This design comes from an exercise in tuning for small area on the open sky130 flow, not from production work. The RTL was checked by simulation tests, not by an equivalence proof against the original design. Power figures rest on the tool's default switching activity, not on a simulated workload.

==> inputs of zinc <==
==> flow/design.v <==
module tlb_assoc_param #(
    parameter int ENTRIES = 64,
    parameter int ASID_W  = 8,
    parameter int CNT_W   = 16
) (
    input  logic              i_clk,
    input  logic              i_rst,
    input  logic              i_lk_valid,
    input  logic [31:0]       i_lk_va,
    input  logic [ASID_W-1:0] i_lk_asid,
    output logic              o_rsp_valid,
    output logic              o_rsp_hit,
    output logic              o_rsp_asid_neq,
    output logic [31:0]       o_rsp_pa,
    output logic [3:0]        o_rsp_domain,
    output logic [1:0]        o_rsp_ap,
    output logic              o_rsp_apx,
    input  logic              i_wr,
    input  logic [1:0]        i_wr_type,
    input  logic [19:0]       i_wr_va,
    input  logic [19:0]       i_wr_pa,
    input  logic [ASID_W-1:0] i_wr_asid,
    input  logic              i_wr_global,
    input  logic [3:0]        i_wr_domain,
    input  logic [7:0]        i_wr_ap,
    input  logic              i_wr_apx,
    input  logic              i_inv_all,
    input  logic              i_inv_mva,
    input  logic              i_inv_asid,
    input  logic [19:0]       i_inv_va,
    input  logic [ASID_W-1:0] i_inv_asid_val,
    output logic              o_full,
    output logic [CNT_W-1:0]  o_hit_cnt,
    output logic [CNT_W-1:0]  o_miss_cnt
);
    localparam int IDX_W = (ENTRIES > 1) ? $clog2(ENTRIES) : 1;
    logic [ENTRIES-1:0] valid_q;
    logic [ENTRIES-1:0] t3_q;
    logic [ENTRIES-1:0] global_q;
    logic [19:0]        va_q     [ENTRIES];
    logic [19:0]        pa_q     [ENTRIES];
    logic [ASID_W-1:0]  asid_q   [ENTRIES];
    logic [3:0]         domain_q [ENTRIES];
    logic [7:0]         ap_q     [ENTRIES];
    logic [ENTRIES-1:0] apx_q;
    logic [IDX_W-1:0]   ptr_q;
    logic inv_any, blocked, wr_en, cmp_inv;
    assign inv_any = i_inv_all | i_inv_mva | i_inv_asid;
    assign blocked = inv_any | i_wr;
    assign wr_en   = i_wr & ~inv_any;
    assign cmp_inv = i_inv_mva | i_inv_asid;
    logic [19:0]       cmp_va;
    logic [ASID_W-1:0] cmp_asid;
    assign cmp_va   = cmp_inv ? i_inv_va       : i_lk_va[31:12];
    assign cmp_asid = cmp_inv ? i_inv_asid_val : i_lk_asid;
    logic [ENTRIES-1:0] match, neq_vec, asid_only;
    for (genvar gi = 0; gi < ENTRIES; gi++) begin : g_cmp
        logic c_hi, c_mid, tag_eq, asid_eq;
        assign c_hi    = t3_q[gi] | pa_q[gi][2];
        assign c_mid   = t3_q[gi] | pa_q[gi][1];
        assign tag_eq  = (cmp_va[19:12] == va_q[gi][19:12])
                       & (~c_hi     | (cmp_va[11:8] == va_q[gi][11:8]))
                       & (~c_mid    | (cmp_va[7:4]  == va_q[gi][7:4]))
                       & (~t3_q[gi] | (cmp_va[3:0]  == va_q[gi][3:0]));
        assign asid_eq = (cmp_asid == asid_q[gi]);
        assign match[gi]     = valid_q[gi] & tag_eq & (global_q[gi] | asid_eq);
        assign neq_vec[gi]   = valid_q[gi] & tag_eq & ~global_q[gi] & ~asid_eq;
        assign asid_only[gi] = valid_q[gi] & ~global_q[gi] & asid_eq;
    end
    localparam int GS = 8;
    localparam int NG = ENTRIES / GS;
    logic [ENTRIES-1:0] hit_oh, free_oh, ptr_oh, wr_oh;
    logic [ENTRIES-1:0] hit_before, valid_before;    
    logic [NG-1:0]      g_hit, g_full;
    logic [NG:0]        gh_before, gf_before;        
    assign gh_before[0] = 1'b0;
    assign gf_before[0] = 1'b1;
    for (genvar gg = 0; gg < NG; gg++) begin : g_grp
        assign hit_before[gg*GS]   = 1'b0;
        assign valid_before[gg*GS] = 1'b1;
        for (genvar k = 1; k < GS; k++) begin : g_in
            assign hit_before[gg*GS+k]   = hit_before[gg*GS+k-1] | match[gg*GS+k-1];
            assign valid_before[gg*GS+k] = valid_before[gg*GS+k-1] & valid_q[gg*GS+k-1];
        end
        assign g_hit[gg]       = |match[gg*GS +: GS];
        assign g_full[gg]      = &valid_q[gg*GS +: GS];
        assign gh_before[gg+1] = gh_before[gg] | g_hit[gg];
        assign gf_before[gg+1] = gf_before[gg] & g_full[gg];
        for (genvar k = 0; k < GS; k++) begin : g_oh
            assign hit_oh[gg*GS+k]  = match[gg*GS+k] & ~hit_before[gg*GS+k] & ~gh_before[gg];
            assign free_oh[gg*GS+k] = ~valid_q[gg*GS+k] & valid_before[gg*GS+k] & gf_before[gg];
            assign ptr_oh[gg*GS+k]  = (ptr_q == IDX_W'(gg*GS+k));
        end
    end
    logic any_hit, any_free;
    assign any_hit  = gh_before[NG];
    assign any_free = ~gf_before[NG];
    assign wr_oh    = any_free ? free_oh : ptr_oh;
    logic [ENTRIES-1:0] valid_d;
    always_comb begin
        if (i_inv_all)       valid_d = '0;
        else if (i_inv_mva)  valid_d = valid_q & ~match;
        else if (i_inv_asid) valid_d = valid_q & ~asid_only;
        else if (i_wr)       valid_d = valid_q | wr_oh;
        else                 valid_d = valid_q;
    end
    always_ff @(posedge i_clk) begin
        if (i_rst) begin
            valid_q <= '0;
            ptr_q   <= '0;
            o_full  <= 1'b0;
        end else begin
            valid_q <= valid_d;
            o_full  <= &valid_d;
            if (i_inv_all)                ptr_q <= '0;
            else if (wr_en && !any_free)  ptr_q <= ptr_q + 1'b1;
        end
    end
    logic        wr_t3, wr_c_hi, wr_c_mid;
    logic [19:0] wr_pa_enc;
    assign wr_t3     = (i_wr_type == 2'd3);
    assign wr_c_hi   = (i_wr_type != 2'd0);
    assign wr_c_mid  = i_wr_type[1];
    assign wr_pa_enc = {i_wr_pa[19:4], wr_t3 ? i_wr_pa[3:0] : {1'b0, wr_c_hi, wr_c_mid, 1'b0}};
    for (genvar gi = 0; gi < ENTRIES; gi++) begin : g_store
        always_ff @(posedge i_clk) begin
            if (wr_en && wr_oh[gi]) begin
                t3_q[gi]     <= wr_t3;
                va_q[gi]     <= i_wr_va;
                pa_q[gi]     <= wr_pa_enc;
                asid_q[gi]   <= i_wr_asid;
                global_q[gi] <= i_wr_global;
                domain_q[gi] <= i_wr_domain;
                ap_q[gi]     <= i_wr_ap;
                apx_q[gi]    <= i_wr_apx;
            end
        end
    end
    logic [19:0] s_pa;
    logic [3:0]  s_dom;
    logic [7:0]  s_ap;
    logic        s_apx, s_t3;
    always_comb begin
        s_pa  = '0;
        s_dom = '0;
        s_ap  = '0;
        s_apx = 1'b0;
        s_t3  = 1'b0;
        for (int i = 0; i < ENTRIES; i++) begin
            s_pa  = s_pa  | (pa_q[i]     & {20{hit_oh[i]}});
            s_dom = s_dom | (domain_q[i] & {4{hit_oh[i]}});
            s_ap  = s_ap  | (ap_q[i]     & {8{hit_oh[i]}});
            s_apx = s_apx | (apx_q[i]    & hit_oh[i]);
            s_t3  = s_t3  | (t3_q[i]     & hit_oh[i]);
        end
    end
    logic        s_c_hi, s_c_mid;
    logic [31:0] sel_pa;
    logic [1:0]  sub, sel_ap;
    assign s_c_hi  = s_t3 | s_pa[2];
    assign s_c_mid = s_t3 | s_pa[1];
    assign sel_pa  = {s_pa[19:12],
                      s_c_hi  ? s_pa[11:8] : i_lk_va[23:20],
                      s_c_mid ? s_pa[7:4]  : i_lk_va[19:16],
                      s_t3    ? s_pa[3:0]  : i_lk_va[15:12],
                      i_lk_va[11:0]};
    assign sub     = s_t3 ? i_lk_va[11:10] : (s_pa[1] ? i_lk_va[15:14] : 2'd3);
    always_comb begin
        case (sub)
            2'd0:    sel_ap = s_ap[1:0];
            2'd1:    sel_ap = s_ap[3:2];
            2'd2:    sel_ap = s_ap[5:4];
            default: sel_ap = s_ap[7:6];
        endcase
    end
    logic rsp_hit_d, rsp_neq_d;
    assign rsp_hit_d = i_lk_valid & ~blocked & any_hit;
    assign rsp_neq_d = i_lk_valid & ~blocked & ~any_hit & |neq_vec;
    always_ff @(posedge i_clk) begin
        if (i_rst) begin
            o_rsp_valid    <= 1'b0;
            o_rsp_hit      <= 1'b0;
            o_rsp_asid_neq <= 1'b0;
            o_rsp_pa       <= '0;
            o_rsp_domain   <= '0;
            o_rsp_ap       <= '0;
            o_rsp_apx      <= 1'b0;
        end else begin
            o_rsp_valid    <= i_lk_valid;
            o_rsp_hit      <= rsp_hit_d;
            o_rsp_asid_neq <= rsp_neq_d;
            if (rsp_hit_d) begin
                o_rsp_pa     <= sel_pa;
                o_rsp_domain <= s_dom;
                o_rsp_ap     <= sel_ap;
                o_rsp_apx    <= s_apx;
            end
        end
    end
    always_ff @(posedge i_clk) begin
        if (i_rst) begin
            o_hit_cnt  <= '0;
            o_miss_cnt <= '0;
        end else if (i_lk_valid) begin
            if (rsp_hit_d) begin
                if (o_hit_cnt != '1) o_hit_cnt <= o_hit_cnt + 1'b1;
            end else begin
                if (o_miss_cnt != '1) o_miss_cnt <= o_miss_cnt + 1'b1;
            end
        end
    end
endmodule
==> flow/flow/run.sh <==
#!/bin/bash
# Own layout flow: the standard ORFS flow, with these changes.
#  1. Synthesis maps the logic with an area-recovering ABC script (flow/abc_area.script)
#     instead of ORFS's area script, which buffers and upsizes after mapping.
#     Registers are mapped by dfflibmap before ABC runs, so they are unchanged.
#  2. Port buffers are buf_1 instead of clkdlybuf4s50_1 (every port still gets one).
#  3. CTS runs without dummy loads and with larger sink clusters of clkbuf_16.
# Each step's full output goes to a log file in the work folder.
set -euo pipefail
W=$(pwd)
rm -rf "$W/scripts_abc"
cp -r "$FLOW_HOME/scripts" "$W/scripts_abc"
cp "$W/flow/abc_area.script" "$W/scripts_abc/abc_area.script"
SCRIPTS_DIR="$W/scripts_abc" bash standard.sh synth > "$W/run_synth.log" 2>&1
export BUFFER_PORTS_ARGS="-buffer_cell sky130_fd_sc_hd__buf_1"
export CTS_ARGS="-sink_clustering_enable -repair_clock_nets -dont_use_dummy_load -sink_clustering_size 25 -sink_clustering_max_diameter 80 -buf_list sky130_fd_sc_hd__clkbuf_16"
bash standard.sh finish > "$W/run_finish.log" 2>&1
==> flow/flow/abc_area.script <==
strash
dc2
&get -n
&dch
&nf -R 1000 -p
&put
topo
==> flow/standard.sh <==
#!/bin/bash
# synth_recipe.tcl (not shown) runs the flow's synth.tcl, then flattens the netlist and writes it again
# the make line also repeats each setting of config.mk as NAME=value (left out here)
make -C /OpenROAD-flow-scripts/flow DESIGN_CONFIG=/design/flow/config.mk WORK_HOME=/design/flow/orfs CLKGATE_MAP_FILE= SYNTH_SCRIPT=/design/flow/synth_recipe.tcl "${@:-finish}"
==> flow/config.mk <==
export PLATFORM = sky130hd
export DESIGN_NAME = tlb_assoc_param
export DESIGN_NICKNAME = tlb_assoc_param
export VERILOG_FILES = /design/flow/design.v
export SDC_FILE = /design/flow/constraint.sdc
export NUM_CORES = 4
export LEC_CHECK = 0
export ABC_AREA = 1
export CAP_MARGIN = 10
export CORE_MARGIN = 2
export CORE_UTILIZATION = 50
export PLACE_DENSITY = 0.6
export SETUP_SLACK_MARGIN = 0.2
export SLEW_MARGIN = 10
==> flow/constraint.sdc <==
create_clock -name core_clock -period 10.0 [get_ports {i_clk}]
set_input_delay 2.0000 -clock core_clock [delete_from_list [all_inputs] [get_ports {i_clk}]]
set_output_delay 2.0000 -clock core_clock [all_outputs]
set_load 0.01 [all_outputs]
==> nickel: changes against zinc <==
Settings changed: CORE_UTILIZATION 50 to 60, PLACE_DENSITY 0.6 to 0.7, SETUP_SLACK_MARGIN 0.2 to 0.5.
==> summary.txt <==
- zinc completed with no timing, DRC or antenna violations. nickel completed with no timing, DRC or antenna violations.
- Of nickel and zinc, nickel has the higher via count (gap about 0.7%, measured against zinc).
- In zinc the total power is higher than in nickel, by 1.1%.
- Sequential share of layout area: nickel is higher than zinc (0.70 points).
- Between nickel and zinc, the lower cell count is in nickel (gap 5.5%, measured against zinc).
- First-iteration DRC count: nickel is higher than zinc (about 13%).
- Routed wire length: zinc is larger than nickel (2.4%).
- Against zinc, the register-to-register slack of nickel is better by 0.70 ns.
- Critical path depth: nickel is higher than zinc (1).

## separate check: timing with driven ports
No port has a modelled driver above. Below, the same layouts with a new extraction and two added sets of constraints.
Step 1: set_driving_cell puts a clkbuf_16 on i_clk and a buf_2 on each other input, an assumption about the parent block.
Step 2 also shifts input and output timing later by t, the mid clock arrival at the registers, as if the neighbouring blocks saw the same clock.
Three values: ideal, step 1, step 2; two values: the first two.
run	t, ns	setup WS [ns]	hold WS [ns]	worst slew at a driven data input, ns	cell pins on the clock port's net
zinc	1.011	0.477 / 0.549 / -0.463	0.460 / 0.460 / 0.460	0.32	1
nickel	0.969	0.552 / 0.629 / -0.340	0.467 / 0.467 / 0.467	0.38	1
With both steps, setup timing fails in zinc and nickel, where it was met with ideal ports. The setup slack of zinc, which loses most, moves by +0.072 ns with the drivers and by -0.940 ns with both steps.
